Context: an optimization exercise on an open-source flow, tuned for small area. The choices shown serve that exercise and are no tape-out recipe.
The RTL was checked by simulation tests, not by an equivalence proof against the original design.

==> flow/design.v (outline; a module is shown in full before it is edited, if it fits) <==
// module mac_round_sat: 20 lines
// module mac_fa: 7 lines
// module mac_ha: 7 lines
// module mac_nch_acc: 955 lines
module mac_nch_acc #(
    parameter int DW     = 18,
    parameter int CW     = 28,
    parameter int NCH    = 4,
    parameter int GUARD  = 2,
    parameter int OSHIFT = 24,
    parameter int OW     = 20
) (
    input  logic                         clk,
    input  logic                         rst,
    input  logic                         iv,
    input  logic [DW-1:0]                din,
    input  logic [CW-1:0]                cin,
    input  logic [((NCH <= 1) ? 1 : $clog2(NCH))-1:0]     ch,
    input  logic                         first,
    input  logic                         last,
    output logic [OW-1:0]                dout,
    output logic [((NCH <= 1) ? 1 : $clog2(NCH))-1:0]     och,
    output logic                         ov,
    output logic                         ovf
);
  // ...
==> flow/run.sh <==
#!/bin/bash
# synth_recipe.tcl (not shown) runs the flow's synth.tcl, then flattens the netlist and writes it again
# the make line also repeats each setting of config.mk as NAME=value (left out here)
make -C /OpenROAD-flow-scripts/flow DESIGN_CONFIG=/design/flow/config.mk WORK_HOME=/design/flow/orfs CLKGATE_MAP_FILE= SYNTH_SCRIPT=/design/flow/synth_recipe.tcl finish
==> flow/config.mk <==
export PLATFORM = sky130hd
export DESIGN_NAME = mac_nch_acc
export DESIGN_NICKNAME = mac_nch_acc
export VERILOG_FILES = /design/flow/design.v
export SDC_FILE = /design/flow/constraint.sdc
export NUM_CORES = 4
export LEC_CHECK = 0
export ABC_AREA = 1
export CAP_MARGIN = 20
export CORE_MARGIN = 2
export CORE_UTILIZATION = 60
export CTS_BUF_LIST = sky130_fd_sc_hd__clkbuf_4
export SLEW_MARGIN = 20
export SYNTH_HIERARCHICAL = 1
export SYNTH_MINIMUM_KEEP_SIZE = 0
==> flow/constraint.sdc <==
create_clock -name core_clock -period 7.5 [get_ports {clk}]
set_input_delay 1.5000 -clock core_clock [delete_from_list [all_inputs] [get_ports {clk}]]
set_output_delay 1.5000 -clock core_clock [all_outputs]
set_load 0.01 [all_outputs]
==> impl_metrics.toml, run 1 <==
[outcome]
status = "complete, no violations"

[drt]
route.met3.wl_um = 6900
route.antenna.remaining_nets = 0

[yosys]
synth_edf_count = 192
avgSynthCellArea_um2 = 9.80
synthArstFlopShare_pct = 9.97
yosys.area_share.simple_pct = 13.1
synth_top_area_share_pct = 23.3
syn_area_um2 = 24700

[layout]
multi_input_comb_cells = 1863
nClkBuffers = 115

[clock_network]
ctsResizeCount = 0
cts_buffers = 73
ctsHoldBuffers = 0

[global_route]
grt_overflow_total = 0

[hold_path]
hold_path_class = "flop to flop"

[critical_path]
r2r_setup_slack_ns = 1.64
path_cells = "clkdlybuf4s50_1, buf_12, nor2_2, buf_4, buf_4, a22o_1, a221oi_1, nor2_1, buf_4, fa_1, fa_1, fa_1, fa_1, fa_1, ha_1, nand2_1, nor2_1, a21oi_1, o21ai_0, nand2_1, nand3_1, xor2_1"
crit_family = "adder cells"
cp-start-kind = "primary input"

[floorplan]
fp.dieW_um = 207

[timing]
worst_slew_pin_slew_ns = 0.966
drv_slew = 0

[place]
placedInstanceArea_um2 = 27100
place.gp.congestion = 1.06
place_ws_ns = -0.177
==> module mac_round_sat, before the edit <==
module mac_round_sat #(
    parameter int HW = 24,
    parameter int OW = 20
) (
    input  logic [HW-1:0] hi,
    input  logic          half,
    input  logic          rest,
    output logic [OW-1:0] dout,
    output logic          ovf
);
    localparam logic [OW-1:0] SATP = {1'b0, {(OW-1){1'b1}}};
    localparam logic [OW-1:0] SATN = {1'b1, {(OW-2){1'b0}}, 1'b1};
    logic          neg, up;
    logic [HW:0]   quo;
    assign neg = hi[HW-1];
    assign up  = half & (~neg | rest);
    assign quo = {neg, hi} + {{HW{1'b0}}, up};
    assign ovf = ~(&quo[HW:OW-1]) & (|quo[HW:OW-1]);
    assign dout = ovf ? (neg ? SATN : SATP) : quo[OW-1:0];
endmodule
==> inputs of run 2 (changes only) <==
--- a/flow/design.v
+++ b/flow/design.v
@@ -1,24 +1,26 @@
 module mac_round_sat #(
     parameter int HW = 24,
     parameter int OW = 20
 ) (
-    input  logic [HW-1:0] hi,
-    input  logic          half,
-    input  logic          rest,
+    input  logic [HW-1:0] hin,
+    input  logic          halfn,
+    input  logic          restn,
     output logic [OW-1:0] dout,
     output logic          ovf
 );
     localparam logic [OW-1:0] SATP = {1'b0, {(OW-1){1'b1}}};
     localparam logic [OW-1:0] SATN = {1'b1, {(OW-2){1'b0}}, 1'b1};
     logic          neg, up;
+    logic [HW-1:0] hi;
     logic [HW:0]   quo;
+    assign hi  = ~hin;
     assign neg = hi[HW-1];
-    assign up  = half & (~neg | rest);
+    assign up  = ~halfn & (~neg | ~restn);
     assign quo = {neg, hi} + {{HW{1'b0}}, up};
     assign ovf = ~(&quo[HW:OW-1]) & (|quo[HW:OW-1]);
     assign dout = ovf ? (neg ? SATN : SATP) : quo[OW-1:0];
 endmodule
 module mac_fa (
     input  logic a, b, c,
     output logic s, co
 );
@@ -27,16 +29,333 @@
 endmodule
 module mac_ha (
     input  logic a, b,
     output logic s, co
 );
     assign s  = a ^ b;
     assign co = a & b;
 endmodule
+module mac_cpa (input logic [47:0] a, b, output logic [47:0] s);
+  logic [47:0] g0, p0;
+  assign g0 = a & b;
+  assign p0 = a ^ b;
+  logic gg1, pp1;
+  assign gg1 = g0[1] | (p0[1] & g0[0]);
+  assign pp1 = p0[1] & p0[0];
+  logic gg2, pp2;
+  assign gg2 = g0[3] | (p0[3] & g0[2]);
+  assign pp2 = p0[3] & p0[2];
+  logic gg3, pp3;
+  assign gg3 = g0[5] | (p0[5] & g0[4]);
+  assign pp3 = p0[5] & p0[4];
+  logic gg4, pp4;
+  assign gg4 = g0[7] | (p0[7] & g0[6]);
+  assign pp4 = p0[7] & p0[6];
+  logic gg5, pp5;
+  assign gg5 = g0[9] | (p0[9] & g0[8]);
+  assign pp5 = p0[9] & p0[8];
+  logic gg6, pp6;
+  assign gg6 = g0[11] | (p0[11] & g0[10]);
+  assign pp6 = p0[11] & p0[10];
+  logic gg7, pp7;
+  assign gg7 = g0[13] | (p0[13] & g0[12]);
+  assign pp7 = p0[13] & p0[12];
+  logic gg8, pp8;
+  assign gg8 = g0[15] | (p0[15] & g0[14]);
+  assign pp8 = p0[15] & p0[14];
+  logic gg9, pp9;
+  assign gg9 = g0[17] | (p0[17] & g0[16]);
+  assign pp9 = p0[17] & p0[16];
+  logic gg10, pp10;
+  assign gg10 = g0[19] | (p0[19] & g0[18]);
+  assign pp10 = p0[19] & p0[18];
+  logic gg11, pp11;
+  assign gg11 = g0[21] | (p0[21] & g0[20]);
+  assign pp11 = p0[21] & p0[20];
+  logic gg12, pp12;
+  assign gg12 = g0[23] | (p0[23] & g0[22]);
+  assign pp12 = p0[23] & p0[22];
+  logic gg13, pp13;
+  assign gg13 = g0[25] | (p0[25] & g0[24]);
+  assign pp13 = p0[25] & p0[24];
+  logic gg14, pp14;
+  assign gg14 = g0[27] | (p0[27] & g0[26]);
+  assign pp14 = p0[27] & p0[26];
+  logic gg15, pp15;
+  assign gg15 = g0[29] | (p0[29] & g0[28]);
+  assign pp15 = p0[29] & p0[28];
+  logic gg16, pp16;
+  assign gg16 = g0[31] | (p0[31] & g0[30]);
+  assign pp16 = p0[31] & p0[30];
+  logic gg17, pp17;
+  assign gg17 = g0[33] | (p0[33] & g0[32]);
+  assign pp17 = p0[33] & p0[32];
+  logic gg18, pp18;
+  assign gg18 = g0[35] | (p0[35] & g0[34]);
+  assign pp18 = p0[35] & p0[34];
+  logic gg19, pp19;
+  assign gg19 = g0[37] | (p0[37] & g0[36]);
+  assign pp19 = p0[37] & p0[36];
+  logic gg20, pp20;
+  assign gg20 = g0[39] | (p0[39] & g0[38]);
+  assign pp20 = p0[39] & p0[38];
+  logic gg21, pp21;
+  assign gg21 = g0[41] | (p0[41] & g0[40]);
+  assign pp21 = p0[41] & p0[40];
+  logic gg22, pp22;
+  assign gg22 = g0[43] | (p0[43] & g0[42]);
+  assign pp22 = p0[43] & p0[42];
+  logic gg23, pp23;
+  assign gg23 = g0[45] | (p0[45] & g0[44]);
+  assign pp23 = p0[45] & p0[44];
+  logic gg24, pp24;
+  assign gg24 = g0[47] | (p0[47] & g0[46]);
+  assign pp24 = p0[47] & p0[46];
+  logic gg25, pp25;
+  assign gg25 = gg2 | (pp2 & gg1);
+  assign pp25 = pp2 & pp1;
+  logic gg26, pp26;
+  assign gg26 = gg4 | (pp4 & gg3);
+  assign pp26 = pp4 & pp3;
+  logic gg27, pp27;
+  assign gg27 = gg6 | (pp6 & gg5);
+  assign pp27 = pp6 & pp5;
+  logic gg28, pp28;
+  assign gg28 = gg8 | (pp8 & gg7);
+  assign pp28 = pp8 & pp7;
+  logic gg29, pp29;
+  assign gg29 = gg10 | (pp10 & gg9);
+  assign pp29 = pp10 & pp9;
+  logic gg30, pp30;
+  assign gg30 = gg12 | (pp12 & gg11);
+  assign pp30 = pp12 & pp11;
+  logic gg31, pp31;
+  assign gg31 = gg14 | (pp14 & gg13);
+  assign pp31 = pp14 & pp13;
+  logic gg32, pp32;
+  assign gg32 = gg16 | (pp16 & gg15);
+  assign pp32 = pp16 & pp15;
+  logic gg33, pp33;
+  assign gg33 = gg18 | (pp18 & gg17);
+  assign pp33 = pp18 & pp17;
+  logic gg34, pp34;
+  assign gg34 = gg20 | (pp20 & gg19);
+  assign pp34 = pp20 & pp19;
+  logic gg35, pp35;
+  assign gg35 = gg22 | (pp22 & gg21);
+  assign pp35 = pp22 & pp21;
+  logic gg36, pp36;
+  assign gg36 = gg24 | (pp24 & gg23);
+  assign pp36 = pp24 & pp23;
+  logic gg37, pp37;
+  assign gg37 = gg26 | (pp26 & gg25);
+  assign pp37 = pp26 & pp25;
+  logic gg38, pp38;
+  assign gg38 = gg28 | (pp28 & gg27);
+  assign pp38 = pp28 & pp27;
+  logic gg39, pp39;
+  assign gg39 = gg30 | (pp30 & gg29);
+  assign pp39 = pp30 & pp29;
+  logic gg40, pp40;
+  assign gg40 = gg32 | (pp32 & gg31);
+  assign pp40 = pp32 & pp31;
+  logic gg41, pp41;
+  assign gg41 = gg34 | (pp34 & gg33);
+  assign pp41 = pp34 & pp33;
+  logic gg42, pp42;
+  assign gg42 = gg36 | (pp36 & gg35);
+  assign pp42 = pp36 & pp35;
+  logic gg43, pp43;
+  assign gg43 = gg38 | (pp38 & gg37);
+  assign pp43 = pp38 & pp37;
+  logic gg44, pp44;
+  assign gg44 = gg40 | (pp40 & gg39);
+  assign pp44 = pp40 & pp39;
+  logic gg45, pp45;
+  assign gg45 = gg42 | (pp42 & gg41);
+  assign pp45 = pp42 & pp41;
+  logic gg46, pp46;
+  assign gg46 = gg44 | (pp44 & gg43);
+  assign pp46 = pp44 & pp43;
+  logic gg47, pp47;
+  assign gg47 = gg45 | (pp45 & gg46);
+  assign pp47 = pp45 & pp46;
+  logic gg48, pp48;
+  assign gg48 = gg39 | (pp39 & gg43);
+  assign pp48 = pp39 & pp43;
+  logic gg49, pp49;
+  assign gg49 = gg41 | (pp41 & gg46);
+  assign pp49 = pp41 & pp46;
+  logic gg50, pp50;
+  assign gg50 = gg27 | (pp27 & gg37);
+  assign pp50 = pp27 & pp37;
+  logic gg51, pp51;
+  assign gg51 = gg29 | (pp29 & gg43);
+  assign pp51 = pp29 & pp43;
+  logic gg52, pp52;
+  assign gg52 = gg31 | (pp31 & gg48);
+  assign pp52 = pp31 & pp48;
+  logic gg53, pp53;
+  assign gg53 = gg33 | (pp33 & gg46);
+  assign pp53 = pp33 & pp46;
+  logic gg54, pp54;
+  assign gg54 = gg35 | (pp35 & gg49);
+  assign pp54 = pp35 & pp49;
+  logic gg55, pp55;
+  assign gg55 = gg3 | (pp3 & gg25);
+  assign pp55 = pp3 & pp25;
+  logic gg56, pp56;
+  assign gg56 = gg5 | (pp5 & gg37);
+  assign pp56 = pp5 & pp37;
+  logic gg57, pp57;
+  assign gg57 = gg7 | (pp7 & gg50);
+  assign pp57 = pp7 & pp50;
+  logic gg58, pp58;
+  assign gg58 = gg9 | (pp9 & gg43);
+  assign pp58 = pp9 & pp43;
+  logic gg59, pp59;
+  assign gg59 = gg11 | (pp11 & gg51);
+  assign pp59 = pp11 & pp51;
+  logic gg60, pp60;
+  assign gg60 = gg13 | (pp13 & gg48);
+  assign pp60 = pp13 & pp48;
+  logic gg61, pp61;
+  assign gg61 = gg15 | (pp15 & gg52);
+  assign pp61 = pp15 & pp52;
+  logic gg62, pp62;
+  assign gg62 = gg17 | (pp17 & gg46);
+  assign pp62 = pp17 & pp46;
+  logic gg63, pp63;
+  assign gg63 = gg19 | (pp19 & gg53);
+  assign pp63 = pp19 & pp53;
+  logic gg64, pp64;
+  assign gg64 = gg21 | (pp21 & gg49);
+  assign pp64 = pp21 & pp49;
+  logic gg65, pp65;
+  assign gg65 = gg23 | (pp23 & gg54);
+  assign pp65 = pp23 & pp54;
+  logic gg66, pp66;
+  assign gg66 = g0[2] | (p0[2] & gg1);
+  assign pp66 = p0[2] & pp1;
+  logic gg67, pp67;
+  assign gg67 = g0[4] | (p0[4] & gg25);
+  assign pp67 = p0[4] & pp25;
+  logic gg68, pp68;
+  assign gg68 = g0[6] | (p0[6] & gg55);
+  assign pp68 = p0[6] & pp55;
+  logic gg69, pp69;
+  assign gg69 = g0[8] | (p0[8] & gg37);
+  assign pp69 = p0[8] & pp37;
+  logic gg70, pp70;
+  assign gg70 = g0[10] | (p0[10] & gg56);
+  assign pp70 = p0[10] & pp56;
+  logic gg71, pp71;
+  assign gg71 = g0[12] | (p0[12] & gg50);
+  assign pp71 = p0[12] & pp50;
+  logic gg72, pp72;
+  assign gg72 = g0[14] | (p0[14] & gg57);
+  assign pp72 = p0[14] & pp57;
+  logic gg73, pp73;
+  assign gg73 = g0[16] | (p0[16] & gg43);
+  assign pp73 = p0[16] & pp43;
+  logic gg74, pp74;
+  assign gg74 = g0[18] | (p0[18] & gg58);
+  assign pp74 = p0[18] & pp58;
+  logic gg75, pp75;
+  assign gg75 = g0[20] | (p0[20] & gg51);
+  assign pp75 = p0[20] & pp51;
+  logic gg76, pp76;
+  assign gg76 = g0[22] | (p0[22] & gg59);
+  assign pp76 = p0[22] & pp59;
+  logic gg77, pp77;
+  assign gg77 = g0[24] | (p0[24] & gg48);
+  assign pp77 = p0[24] & pp48;
+  logic gg78, pp78;
+  assign gg78 = g0[26] | (p0[26] & gg60);
+  assign pp78 = p0[26] & pp60;
+  logic gg79, pp79;
+  assign gg79 = g0[28] | (p0[28] & gg52);
+  assign pp79 = p0[28] & pp52;
+  logic gg80, pp80;
+  assign gg80 = g0[30] | (p0[30] & gg61);
+  assign pp80 = p0[30] & pp61;
+  logic gg81, pp81;
+  assign gg81 = g0[32] | (p0[32] & gg46);
+  assign pp81 = p0[32] & pp46;
+  logic gg82, pp82;
+  assign gg82 = g0[34] | (p0[34] & gg62);
+  assign pp82 = p0[34] & pp62;
+  logic gg83, pp83;
+  assign gg83 = g0[36] | (p0[36] & gg53);
+  assign pp83 = p0[36] & pp53;
+  logic gg84, pp84;
+  assign gg84 = g0[38] | (p0[38] & gg63);
+  assign pp84 = p0[38] & pp63;
+  logic gg85, pp85;
+  assign gg85 = g0[40] | (p0[40] & gg49);
+  assign pp85 = p0[40] & pp49;
+  logic gg86, pp86;
+  assign gg86 = g0[42] | (p0[42] & gg64);
+  assign pp86 = p0[42] & pp64;
+  logic gg87, pp87;
+  assign gg87 = g0[44] | (p0[44] & gg54);
+  assign pp87 = p0[44] & pp54;
+  logic gg88, pp88;
+  assign gg88 = g0[46] | (p0[46] & gg65);
+  assign pp88 = p0[46] & pp65;
+  assign s[0] = p0[0];
+  assign s[1] = p0[1] ^ g0[0];
+  assign s[2] = p0[2] ^ gg1;
+  assign s[3] = p0[3] ^ gg66;
+  assign s[4] = p0[4] ^ gg25;
+  assign s[5] = p0[5] ^ gg67;
+  assign s[6] = p0[6] ^ gg55;
+  assign s[7] = p0[7] ^ gg68;
+  assign s[8] = p0[8] ^ gg37;
+  assign s[9] = p0[9] ^ gg69;
+  assign s[10] = p0[10] ^ gg56;
+  assign s[11] = p0[11] ^ gg70;
+  assign s[12] = p0[12] ^ gg50;
+  assign s[13] = p0[13] ^ gg71;
+  assign s[14] = p0[14] ^ gg57;
+  assign s[15] = p0[15] ^ gg72;
+  assign s[16] = p0[16] ^ gg43;
+  assign s[17] = p0[17] ^ gg73;
+  assign s[18] = p0[18] ^ gg58;
+  assign s[19] = p0[19] ^ gg74;
+  assign s[20] = p0[20] ^ gg51;
+  assign s[21] = p0[21] ^ gg75;
+  assign s[22] = p0[22] ^ gg59;
+  assign s[23] = p0[23] ^ gg76;
+  assign s[24] = p0[24] ^ gg48;
+  assign s[25] = p0[25] ^ gg77;
+  assign s[26] = p0[26] ^ gg60;
+  assign s[27] = p0[27] ^ gg78;
+  assign s[28] = p0[28] ^ gg52;
+  assign s[29] = p0[29] ^ gg79;
+  assign s[30] = p0[30] ^ gg61;
+  assign s[31] = p0[31] ^ gg80;
+  assign s[32] = p0[32] ^ gg46;
+  assign s[33] = p0[33] ^ gg81;
+  assign s[34] = p0[34] ^ gg62;
+  assign s[35] = p0[35] ^ gg82;
+  assign s[36] = p0[36] ^ gg53;
+  assign s[37] = p0[37] ^ gg83;
+  assign s[38] = p0[38] ^ gg63;
+  assign s[39] = p0[39] ^ gg84;
+  assign s[40] = p0[40] ^ gg49;
+  assign s[41] = p0[41] ^ gg85;
+  assign s[42] = p0[42] ^ gg64;
+  assign s[43] = p0[43] ^ gg86;
+  assign s[44] = p0[44] ^ gg54;
+  assign s[45] = p0[45] ^ gg87;
+  assign s[46] = p0[46] ^ gg65;
+  assign s[47] = p0[47] ^ gg88;
+endmodule
 module mac_nch_acc #(
     parameter int DW     = 18,
     parameter int CW     = 28,
     parameter int NCH    = 4,
     parameter int GUARD  = 2,
     parameter int OSHIFT = 24,
     parameter int OW     = 20
 ) (
@@ -51,42 +370,78 @@
     output logic [OW-1:0]                dout,
     output logic [((NCH <= 1) ? 1 : $clog2(NCH))-1:0]     och,
     output logic                         ov,
     output logic                         ovf
 );
     localparam int AW = DW + CW + GUARD;    
     localparam int NR = DW / 2;             
     localparam int HW = AW - OSHIFT;        
+    logic              v1, f1, l1;
+    logic [1:0]        ch1;
+    logic [NR-2:0]     q0, q1;           
+    logic [2:0]        qt;               
+    logic [CW-1:0]     c1;
+    logic [NR-2:0]     rs0, rs1;
+    logic              rc;
+    always_comb begin
+        logic cy;
+        cy = 1'b0;
+        for (int i = 0; i < NR - 1; i++) begin
+            rs0[i] = din[2*i] ^ cy;
+            rs1[i] = din[2*i+1] ^ (din[2*i] & cy);
+            cy     = din[2*i+1] & (din[2*i] | cy);
+        end
+        rc = cy;
+    end
+    always_ff @(posedge clk or posedge rst) begin
+        if (rst) v1 <= 1'b0;
+        else     v1 <= iv;
+    end
+    always_ff @(posedge clk) begin
+        f1  <= first;
+        l1  <= last;
+        ch1 <= ch;
+        q0  <= rs0;
+        q1  <= rs1;
+        qt  <= {din[DW-1], din[DW-2], rc};
+        c1  <= cin;
+    end
     logic [AW-1:0] acc0, acc1, acc2, acc3;
     logic [3:0]    z;
     logic [AW-1:0] accsel, arow, sum;
     always_comb begin
-        case (ch)
+        case (ch1)
             2'd0:    accsel = acc0;
             2'd1:    accsel = acc1;
             2'd2:    accsel = acc2;
             default: accsel = acc3;
         endcase
     end
-    assign arow = (first | z[ch]) ? '0 : accsel;
-    logic [NR-1:0]    one, two, neg, ppt;
+    assign arow = (f1 | z[ch1]) ? '1 : accsel;
+    logic [NR-1:0]    one, two, m1, m2, ppt, neg;
     logic [NR*CW-1:0] pp;
     always_comb begin
+        for (int i = 0; i < NR - 1; i++) begin
+            one[i] = ~q1[i] & q0[i];
+            two[i] = q1[i] & ~q0[i];
+            m1[i]  = q1[i] & q0[i];
+            m2[i]  = 1'b0;
+        end
+        one[NR-1] = ~qt[2] & (qt[1] ^ qt[0]);
+        two[NR-1] = ~qt[2] & qt[1] & qt[0];
+        m1[NR-1]  = qt[2] & (qt[1] ^ qt[0]);
+        m2[NR-1]  = qt[2] & ~qt[1] & ~qt[0];
         for (int i = 0; i < NR; i++) begin
-            logic dm, dc, dp;
-            dm = (i == 0) ? 1'b0 : din[2*i-1];
-            dc = din[2*i];
-            dp = din[2*i+1];
-            one[i] = dc ^ dm;
-            two[i] = (dp & ~dc & ~dm) | (~dp & dc & dm);
-            neg[i] = dp;
             for (int j = 0; j < CW; j++)
-                pp[i*CW+j] = ((one[i] & cin[j]) | (two[i] & ((j == 0) ? 1'b0 : cin[j-1]))) ^ neg[i];
-            ppt[i] = ~((one[i] & cin[CW-1]) | (two[i] & cin[CW-1])) ^ neg[i];
+                pp[i*CW+j] = ~((one[i] & c1[j]) | (m1[i] & ~c1[j]) |
+                               (two[i] & ((j == 0) ? 1'b0 : c1[j-1])) |
+                               (m2[i] & ((j == 0) ? 1'b1 : ~c1[j-1])));
+            ppt[i] = ((one[i] | two[i]) & c1[CW-1]) | ((m1[i] | m2[i]) & ~c1[CW-1]);
+            neg[i] = ~(m1[i] | m2[i]);
         end
     end
     logic [AW-1:0] ta, tb;
     logic s1;
     logic c2;
     logic s3;
     logic c4;
     logic s5;
@@ -910,80 +1265,76 @@
     assign s539 = ~arow[45];
     assign c540 = arow[45];
     assign s541 = ~arow[46];
     assign c542 = arow[46];
     assign s543 = ~arow[47];
     assign c544 = arow[47];
     assign ta = {c542, c540, c538, c536, c534, c532, c530, c528, c526, c524, c522, c520, c518, c516, c514, c512, c510, c508, c506, c504, c502, c500, c498, c496, c494, c492, c490, c488, c486, c484, c482, c480, c478, c476, c474, c472, c470, c468, c466, c464, c462, c460, c458, c456, c454, c452, c450, s449};
     assign tb = {s543, s541, s539, s537, s535, s533, s531, s529, s527, s525, s523, s521, s519, s517, s515, s513, s511, s509, s507, s505, s503, s501, s499, s497, s495, s493, s491, s489, s487, s485, s483, s481, s479, s477, s475, s473, s471, s469, s467, s465, s463, s461, s459, s457, s455, s453, s451, pp[0]};
-    assign sum = ta + tb;
+    mac_cpa u_cpa (.a(ta), .b(tb), .s(sum));
     always_ff @(posedge clk) begin
-        if (iv && ch == 2'd0) acc0 <= sum;
-        if (iv && ch == 2'd1) acc1 <= sum;
-        if (iv && ch == 2'd2) acc2 <= sum;
-        if (iv && ch == 2'd3) acc3 <= sum;
+        if (v1 && ch1 == 2'd0) acc0 <= sum;
+        if (v1 && ch1 == 2'd1) acc1 <= sum;
+        if (v1 && ch1 == 2'd2) acc2 <= sum;
+        if (v1 && ch1 == 2'd3) acc3 <= sum;
     end
     always_ff @(posedge clk or posedge rst) begin
         if (rst) z <= 4'hf;
-        else if (iv) z[ch] <= 1'b0;
+        else if (v1) z[ch1] <= 1'b0;
     end
     logic          v2;
     logic [1:0]    ch2;
     logic [HW-1:0] h2;
     logic          b2, o2;
     always_ff @(posedge clk or posedge rst) begin
         if (rst) v2 <= 1'b0;
-        else     v2 <= iv & last;
+        else     v2 <= v1 & l1;
     end
     always_ff @(posedge clk) begin
-        ch2 <= ch;
+        ch2 <= ch1;
         h2  <= sum[AW-1:OSHIFT];
         b2  <= sum[OSHIFT-1];
-        o2  <= |sum[OSHIFT-2:0];
+        o2  <= &sum[OSHIFT-2:0];
     end
     logic [OW-1:0] rs_dout;
     logic          rs_ovf;
     mac_round_sat #(.HW(HW), .OW(OW)) u_round_sat (
-        .hi   (h2),
-        .half (b2),
-        .rest (o2),
+        .hin   (h2),
+        .halfn (b2),
+        .restn (o2),
         .dout (rs_dout),
         .ovf  (rs_ovf)
     );
-    logic          v3, v4, v5;
-    logic [1:0]    ch3, ch4, ch5;
-    logic [OW:0]   r3, r4, r5;
+    logic          v3, v4;
+    logic [1:0]    ch3, ch4;
+    logic [OW:0]   r3, r4;
     always_ff @(posedge clk or posedge rst) begin
         if (rst) begin
             v3 <= 1'b0;
             v4 <= 1'b0;
-            v5 <= 1'b0;
         end else begin
             v3 <= v2;
             v4 <= v3;
-            v5 <= v4;
         end
     end
     always_ff @(posedge clk) begin
         ch3 <= ch2;
         r3  <= {rs_ovf, rs_dout};
         ch4 <= ch3;
         r4  <= r3;
-        ch5 <= ch4;
-        r5  <= r4;
     end
     always_ff @(posedge clk or posedge rst) begin
         if (rst) begin
             dout <= '0;
             och  <= '0;
             ovf  <= 1'b0;
             ov   <= 1'b0;
         end else begin
-            ov <= v5;
-            if (v5) begin
-                dout <= r5[OW-1:0];
-                ovf  <= r5[OW];
-                och  <= ch5;
+            ov <= v4;
+            if (v4) begin
+                dout <= r4[OW-1:0];
+                ovf  <= r4[OW];
+                och  <= ch4;
             end
         end
     end
 endmodule
==> run 2 against run 1 <==
- clock-buffer cell count grew 21
- sequential cell count increased by 28
- clock skew increased by 0.0082 ns
- setup slack improved by 0.33 ns
- critical endpoint is now acc1[47]
- still clean
- final area decreased by 5.4%
- largest cell class unchanged
- die area is 1.3% lower
- first-iteration DRC count decreased by 6.0%
- final cell count is 8.1% lower
- non-clock buffer count is 137 lower
==> impl_metrics.toml, run 2 <==
[timing]
setup-tns-final_ns = 0
worst_slew_pin_slew_ns = 1.15
min_period_over_period_pct = 89.2
timing.fmax_mhz = 149
fin_worst_skew_ns = 0.0734
worst_slack_ns = 0.808
fin_crit_ns = 6.69
drv_slew = 0
holdWs_ns = 0.303
slew_headroom_pct = 23.1
hold_viol = 0
setup_viol = 0
rsz0062_at_grt = "no"

[clock_network]
post_cts_buffers = 0
htree_levels = 3
cts_tree = "built"
ctsResizeCount = 0
cts_buffers = 89
clk_latency_ns = 0.85
clk_pin_slew_worst_paths_ns = 0.07
cts_sinks = 349
clockRootBuffer = "clkbuf_4"
clockBufferDepth = 3
ctsHoldBuffers = 0

[floorplan]
core-area_um2 = 39900
die_h_um = 206
start_util_pct = 61.1
die_area_um2 = 42300
fp.dieW_um = 206
num_rows = 73
ioPinCount = 77

[yosys]
synth_common_cells = "nor2_1 (380), nand2_1 (318), fa_1 (252), a221oi_1 (211), edfxtp_1 (192)"
syn-instance-count = 2428
yosys_warnings = 7
synthArstFlopShare_pct = 9.17
synth_top_area_share_pct = 23.6
synth.largest_area_cell = "edfxtp_1"
ys_seq_area_share_pct = 37.2
syn_area_um2 = 24400
synth.distinct_cells = 47
synth_most_common_cell = "nor2_1"
synth_nets = 2856
avgSynthCellArea_um2 = 10.0
synthFlopType = "edfxtp_1"
synth_seq_cells = 349
synth_edf_count = 192
synth.area.top_cells = "edfxtp_1 (24%), fa_1 (21%), dfxtp_1 (10%)"

[global_route]
grt_pass1_vias = 18800
grt_util_all_layers_pct = 33.4
grt_overflow_total = 0
grt_pass1_wl_um = 106000
antenna_found_initial = 3
grt_max_degree = 50

[layout]
final_cell_mix = "nor2_1 (377), nand2_1 (318), fa_1 (252)"
mostFrequentLayoutCell = "nor2_1"
final_cells = 3069
drive_above_1_share_pct = 11.7
final_area_um2 = 26600
fin_nets = 2890
final_util_pct = 66.7
syn_to_final_growth_pct = 9.12

[drt]
remaining_drc_errors = 0
drt-total-wl_um = 68300
route.antenna.remaining_nets = 0
vias_per_cell = 6.10
wl_per_cell_um = 22.3
drt_pre_antenna_iters = 6
vias = 18700
drt-initial-drc-count = 1870

[place]
numPortBuffers = 76
hpwl_um = 49600
post-place-cells = 2896
place_ws_ns = 0.879
placedInstanceArea_um2 = 25400
place.gp.congestion = 0.940

[critical_path]
r2r-start = "ch1[1]"
path_class = "flop to flop"
crit_family = "adder cells"
cp-end-kind = "flop"
critPathRequiredTime_ns = 8.06
startpoint = "ch1[1]"
path_buf_inv = 3
crit_fanout = 31
cp_slowest_stage_delay_ns = 0.68
crit_arrival_ns = 7.26
cpMaxStageDelayCell = "dfxtp_1"
path_common_cell = "nand2_2"
cp-start-kind = "flop"

[outcome]
status = "complete, no violations"

[hold_path]
hold_path_class = "flop to flop"
min-delay-start = "v3"

[job]
cap_viol_max_count = 0
==> run 2: worst register-to-register path, delay by kind of cell, from the launching register on <==
family / cells / cell delay, ns
compound gates: 1 / 0.14
simple gates: 17 / 1.60
xor+xnor: 1 / 0.34
buf+inv: 3 / 0.90
fa+ha+maj: 7 / 2.78
flops: 1 / 0.68
==> run 2: logic make-up after synthesis <==
group | after synthesis | synth area share [%]
XOR/XNOR | 48 | 1.72
flip-flops | 349 | 37.2
AND/OR/NAND/NOR | 921 | 16.0
adder cells (fa/ha/maj) | 375 | 27.0
buffers and inverters | 390 | 6.81
AO/OA/AOI/OAI | 322 | 10.2
multiplexers | 23 | 1.06
==> run 2: modules after synthesis, one instance, submodules excluded, excerpt <==
module / copies in the design / flops+latches / area, um^2 / cells
mac_cpa: 1 / 0 / 2040 / 264
mac_fa: 228 / 0 / 20.0 / 1
mac_ha: 32 / 0 / 12.5 / 1
mac_nch_acc: 1 / 349 / 16500 / 1723
==> run 2: worst paths after layout <==
check	end	cells after the start	slack (ns)
worst min register to register	v4	0	0.30
min in group asynchronous	v4	3	1.05
worst min-delay path	v4	0	0.30
worst max register to register	acc1[47]	29	0.81
max in group asynchronous	z[1]	3	6.08
worst max-delay path	acc1[47]	29	0.81
==> run 2: area by class of cell <==
cell class / count / area (um^2)
antenna: 5 / 12.5
timing repair buffer: 144 / 1270
inverter: 189 / 712
multi-input combinational: 1689 / 13700
clock inverter: 32 / 174
tap: 525 / 657
sequential: 349 / 9080
fill: 3179 / 13300
clock buffer: 136 / 1020
==> run 2: routing by layer <==
layer  track usage, %  part of all wire (%)  up-vias
met5                0                     0        -
met2             51.3                    45     1061
li1                 -                     -     8446
met3             10.3                    12      151
met1             45.1                    41     9060
met4             11.8                   2.7        0
==> inputs of run 3 (changes only) <==
==> flow/flow/run.sh (new file) <==
#!/bin/bash
# Layout flow: the standard flow (standard.sh, with the standard synthesis
# unchanged) with
#  - plain buf_1 port buffers instead of the default delay-cell port buffers,
#  - clock tree synthesis without dummy loads, with clkbuf_4 buffers and
#    clusters of at most 10 sinks within 40 um.
# Each make run's full output goes to its own log file in this folder; ORFS's
# per-step logs are under orfs/logs/.
set -euo pipefail
bash standard.sh synth > flow_synth.log 2>&1
bash standard.sh \
    "BUFFER_PORTS_ARGS=-buffer_cell sky130_fd_sc_hd__buf_1" \
    "CTS_ARGS=-sink_clustering_enable -repair_clock_nets -dont_use_dummy_load -buf_list sky130_fd_sc_hd__clkbuf_4 -sink_clustering_size 10 -sink_clustering_max_diameter 40" \
    finish > flow_layout.log 2>&1
==> flow/standard.sh (new file) <==
#!/bin/bash
# synth_recipe.tcl (not shown) runs the flow's synth.tcl, then flattens the netlist and writes it again
# the make line also repeats each setting of config.mk as NAME=value (left out here)
make -C /OpenROAD-flow-scripts/flow DESIGN_CONFIG=/design/flow/config.mk WORK_HOME=/design/flow/orfs CLKGATE_MAP_FILE= SYNTH_SCRIPT=/design/flow/synth_recipe.tcl "${@:-finish}"
removed: flow/run.sh
==> run 3 against run 2 <==
- sequential cell count is the same
- highest routed layer is now met5
- still clean
- register-to-register slack lost 0.16 ns
==> impl_metrics.toml, run 3 <==
[drt]
drt_pre_antenna_iters = 6
remaining_drc_errors = 0
vias_per_cell = 6.23
drt-total-wl_um = 67600
route.antenna.remaining_nets = 0
drt-initial-drc-count = 2346
vias = 18300
wl_per_cell_um = 23.0

[place]
hpwl_um = 48700
numPortBuffers = 76
place_ws_ns = 0.682
place.gp.congestion = 0.966
placedInstanceArea_um2 = 24900

[outcome]
status = "complete, no violations"

[yosys]
syn_area_um2 = 24400
synth_common_cells = "nor2_1 (380), nand2_1 (318), fa_1 (252), a221oi_1 (211), edfxtp_1 (192)"
synth_seq_cells = 349
synth.largest_area_cell = "edfxtp_1"
avgSynthCellArea_um2 = 10.0
synthArstFlopShare_pct = 9.17
synth_edf_count = 192
yosys_warnings = 7
synth_nets = 2856
synth.distinct_cells = 47
synthFlopType = "edfxtp_1"
synth.area.top_cells = "edfxtp_1 (24%), fa_1 (21%), dfxtp_1 (10%)"
synth_top_area_share_pct = 23.6
ys_seq_area_share_pct = 37.2
synth_most_common_cell = "nor2_1"
syn-instance-count = 2428

[clock_network]
clk_latency_ns = 0.80
post_cts_buffers = 0
cts_sinks = 349
ctsResizeCount = 0
clockBufferDepth = 3
ctsHoldBuffers = 0
cts_buffers = 49
htree_levels = 2
cts_tree = "built"
clockRootBuffer = "clkbuf_4"
clk_pin_slew_worst_paths_ns = 0.10

[global_route]
grt_overflow_total = 0
grt_pass1_vias = 18000
grt_util_all_layers_pct = 32.9
grt_max_degree = 49
antenna_found_initial = 3
grt_pass1_wl_um = 104000

[layout]
mostFrequentLayoutCell = "nor2_1"
final_area_um2 = 25300
final_cell_mix = "nor2_1 (377), nand2_1 (318), fa_1 (252)"
n_fill_cell = 3292
fin_nets = 2846
syn_to_final_growth_pct = 3.66
drive_above_1_share_pct = 8.07

[hold_path]
hold_path_class = "flop to flop"

[floorplan]
core-area_um2 = 39900
die_area_um2 = 42300
num_rows = 73
start_util_pct = 61.1
die_h_um = 206
ioPinCount = 77
fp.dieW_um = 206

[timing]
hold_viol = 0
timing.fmax_mhz = 146
fin_worst_skew_ns = 0.0987
setup_viol = 0
worst_slew_pin_slew_ns = 1.15
fin_crit_ns = 6.85
rsz0062_at_grt = "no"
min_period_over_period_pct = 91.3
slew_headroom_pct = 23.2
setup-tns-final_ns = 0
drv_slew = 0
worst_slack_ns = 0.652

[job]
cap_viol_max_count = 0

[critical_path]
path_class = "flop to flop"
crit_fanout = 25
cp-start-kind = "flop"
crit_arrival_ns = 7.41
cp-end-kind = "flop"
critPathRequiredTime_ns = 8.06
[run 3: cell type report]
cell class,instances,area [um^2],area share [%]
Tap cell,525,657,2.60
Antenna cell,3,7.51,0.0297
Clock buffer,49,368,1.46
Multi-Input combinational cell,1689,13700,54.1
Timing Repair Buffer,140,773,3.06
Inverter,189,712,2.82
Sequential cell,349,9080,35.9
[run 3: kinds of logic (layout without fill, tap and decap cells)]
logic type | Yosys count | count (layout) | share of synthesized area (%)
AOI/OAI and AO/OA | 322 | 322 | 10.2
xor gates and xnor gates | 48 | 48 | 1.72
adders and majority gates | 375 | 375 | 27.0
buffers and inverters | 390 | 378 | 6.81
DFF | 349 | 349 | 37.2
muxes | 23 | 23 | 1.06
other | 0 | 3 | 0
and+or+nand+nor | 921 | 921 | 16.0
[run 3: path summary, 6_finish.rpt]
path | start | slack (ns) | depth (start not counted) | endpoint
worst max-delay path | ch1[1] | 0.65 | 27 | acc3[47]
worst min-delay path | r3[16] | 0.27 | 0 | r4[16]
worst max register to register | ch1[1] | 0.65 | 27 | acc3[47]
worst min register to register | r3[16] | 0.27 | 0 | r4[16]
max in group asynchronous | rst | 6.43 | 3 | z[2]
min in group asynchronous | rst | 0.74 | 3 | ovf
[run 3: metal layers]
metal / global-route usage [%] / part of all wire (%) / vias up
li1: - / - / 8231
met1: 46.6 / 42 / 8843
met2: 48.6 / 43 / 1109
met3: 8.77 / 12 / 157
met4: 12.4 / 3.7 / 2
met5: 0 / 0.019 / -
[run 3: metrics by stage]
stage	instances	util [%]	hold WS (ns)
after global placement	2891	62.3	0.310
after floorplan	2428	-	0.310
after detailed placement	2891	62.3	0.312
after CTS	2940	63.3	0.263
after global routing	2944	63.3	0.254
final	2944	63.3	0.265
[run 3: worst max-delay path, cell delays in order, from the launching register on]
cell and delay, ns:
dfxtp_1 0.78, inv_2 0.42, nor2_4 0.48, buf_4 0.30
nand2_1 0.07, nand3_1 0.07, nor2_1 0.04, nand2_1 0.13
fa_1 0.43, fa_1 0.43, fa_1 0.41, fa_1 0.51
fa_1 0.41, ha_1 0.34, nand2_1 0.08, nand2_1 0.06
a21oi_1 0.14, nand2_1 0.11, a21oi_1 0.17, nand2_2 0.13
nand2_2 0.08, nand2_2 0.07, nand2_2 0.07, nand2_2 0.06
nand2_2 0.07, nand2_2 0.05, fa_1 0.38, xnor2_1 0.31
[run 3: Yosys stat by module, one instance, submodules excluded, excerpt]
module,flip-flops and latches,times used,cells
mac_ha,0,32,1
mac_nch_acc,349,1,1723
mac_cpa,0,1,264
mac_fa,0,228,1

afterwards: timing with drivers on the ports:
How much do the figures lean on ideal ports? The routed layouts below were timed once more, with nothing changed but the port constraints. Step 1: set_driving_cell puts a clkbuf_16 on clk and a buf_2 on each other input, an assumption about the parent block. Step 2 also shifts input and output timing later by t, the mid clock arrival at the registers, as if the neighbouring blocks saw the same clock. Three values: no drivers, after step 1, after step 2; two values: the first two.
| run | t, ns | setup WS [ns] | pins driven straight from the clock port |
|---|---|---|---|
| run 1 | 0.754 | 0.478 / 0.460 / -0.294 | 1 |
| run 2 | 0.861 | 0.808 / 0.808 / 0.808 | 1 |
| run 3 | 0.802 | 0.652 / 0.652 / 0.652 | 1 |
Met with ideal ports but missed after step 2: setup timing in run 1. For run 1, which loses most, drivers alone change the setup slack by -0.018 ns; drivers and shift together by -0.772 ns.
